This design comes from an exercise in tuning for small area on the open sky130 flow, not from production work.
The RTL was checked by simulation tests, not by an equivalence proof against the original design.

## synth_unit
module synth_unit (
    input  logic clk_i,
    input  logic rst_n_i,
    input  logic reg_write_i,
    input  logic [11:0] reg_write_addr_i,
    input  logic [31:0] reg_write_data_i,
    input  logic [3:0] reg_write_strobe_i,
    input  logic reg_read_i,
    input  logic [11:0] reg_read_addr_i,
    output logic [31:0] read_data_o,
    output logic [15:0] sample_o,
    output logic sample_valid_o,
    input  logic sample_ready_i
);
    localparam int NUM_VOICES = 4;
    localparam int FIFO_DEPTH = 8;
    logic [NUM_VOICES-1:0] cfg_enable;
    logic [2*NUM_VOICES-1:0] cfg_wave_sel;
    logic [32*NUM_VOICES-1:0] cfg_increment;
    logic [16*NUM_VOICES-1:0] cfg_gain;
    logic [NUM_VOICES-1:0] voice_start;
    logic [31:0] duty;
    logic run;
    logic [15:0] gen_sample;
    logic gen_valid, gen_ready;
    unit_registers #(.NUM_VOICES(NUM_VOICES)) u_regs (
        .clk_i           ( clk_i              ),
        .rst_n_i         ( rst_n_i            ),
        .write_i         ( reg_write_i        ),
        .write_addr_i    ( reg_write_addr_i   ),
        .write_data_i    ( reg_write_data_i   ),
        .write_strobe_i  ( reg_write_strobe_i ),
        .read_i          ( reg_read_i         ),
        .read_addr_i     ( reg_read_addr_i    ),
        .read_data_o     ( read_data_o        ),
        .cfg_enable_o    ( cfg_enable         ),
        .cfg_wave_sel_o  ( cfg_wave_sel       ),
        .cfg_increment_o ( cfg_increment      ),
        .cfg_gain_o      ( cfg_gain           ),
        .voice_start_o   ( voice_start        ),
        .duty_o          ( duty               ),
        .run_o           ( run                )
    );
    voice_generator #(.NUM_VOICES(NUM_VOICES)) u_gen (
        .clk_i (clk_i), .rst_n_i (rst_n_i),
  ...
For scale: roughly 540 flip-flops, ~110 I/O pins.
==> flow/config.mk <==
export PLATFORM = sky130hd
export DESIGN_NAME = synth_unit
export DESIGN_NICKNAME = synth_unit
export VERILOG_FILES = /design/flow/design.v
export SDC_FILE = /design/flow/constraint.sdc
export NUM_CORES = 4
export LEC_CHECK = 0
export ABC_AREA = 1
export CAP_MARGIN = 20
export CORE_MARGIN = 2
export CORE_UTILIZATION = 40
export CTS_CLUSTER_DIAMETER = 150
export CTS_CLUSTER_SIZE = 20
export PLACE_DENSITY = 0.6
export SLEW_MARGIN = 20
==> flow/constraint.sdc <==
create_clock -name core_clock -period 13.0 [get_ports {clk_i}]
set_input_delay 2.6000 -clock core_clock [delete_from_list [all_inputs] [get_ports {clk_i}]]
set_output_delay 2.6000 -clock core_clock [all_outputs]
set_load 0.01 [all_outputs]
standard.sh (not shown) runs the stock make flow with config.mk's settings and CLKGATE_MAP_FILE= SYNTH_SCRIPT=/design/flow/synth_recipe.tcl, a recipe that flattens the netlist after the stock synthesis.
==> flow/flow/run.sh <==
#!/bin/bash
# Own layout flow: the standard flow (standard.sh) with these changes:
# - synthesis: Yosys's synth runs with -noabc, so its quick generic ABC pass
#   does not restructure the RTL's full-adder trees before extract_fa maps them
#   to adder cells; and the final ABC mapping uses ABC's area-oriented mapper
#   (amap) in place of map. Registers, names and flattening are the standard
#   flow's.
# - placement buffers every input and output port with the smallest buffer,
#   sky130_fd_sc_hd__buf_1, instead of the one buffer_ports picks itself.
# Everything else (floorplan, power grid, taps, CTS, routing) is standard.
# make's full output goes to flow_synth.log and flow_make.log here; ORFS's
# per-step logs stay under orfs/logs.
set -euo pipefail
work=$(pwd)
sed 's/yosys synth -nofsm -noshare /yosys synth -nofsm -noshare -noabc /' synth_recipe.tcl > flow_synth.tcl
grep -q -- '-noabc' flow_synth.tcl
sed 's#synth_recipe\.tcl#flow_synth.tcl#g' standard.sh > flow_standard.sh
grep -q 'flow_synth\.tcl' flow_standard.sh
# ORFS's scripts with the area ABC script changed; only synthesis reads it.
rm -rf flow_scripts
cp -r "$FLOW_HOME/scripts" flow_scripts
printf 'strash\ndch\namap\ntopo\nstime -c\nbuffer -c\nupsize -c\ndnsize -c\n' > flow_scripts/abc_area.script
bash flow_standard.sh "SCRIPTS_DIR=$work/flow_scripts" synth > flow_synth.log 2>&1
grep -q 'flow_scripts/abc_area.script' orfs/logs/*/synth_unit/base/1_2_yosys.log
bash flow_standard.sh "BUFFER_PORTS_ARGS=-buffer_cell sky130_fd_sc_hd__buf_1" finish > flow_make.log 2>&1
test -s out/final.def
Then changed:
CAP_MARGIN = 5   (was 20)
SLEW_MARGIN = 5   (was 20)
After rerunning: Cell area hardly moves. Routed wire length is lower by 0.52%. Clock-buffer cell count does not change. Register-to-register slack is about the same. Non-clock buffer count is lower by 6.

==> re-timing with driven ports <==
How much do the figures lean on ideal ports? The routed layouts below were timed once more, with nothing changed but the port constraints. Step 1 assumes that a clkbuf_16 drives the clock port and a buf_2 every other input. Step 2 also shifts input and output timing later by t, the mid clock arrival at the registers, as if the neighbouring blocks saw the same clock. a / b / c = no drivers / after step 1 / after step 2; a / b = the first two.
run | shift t [ns] | setup slack, ns | worst hold slack (ns) | worst setup path at the end | pins driven straight from the clock port
the first run | 0.680 | 0.914 / 0.914 / 0.914 | 0.472 / 0.472 / 0.472 | register to register | 1
the second run | 0.701 | 0.901 / 0.901 / 0.901 | 0.471 / 0.471 / 0.471 | register to register | 1
After both steps setup and hold are still met in every run listed.
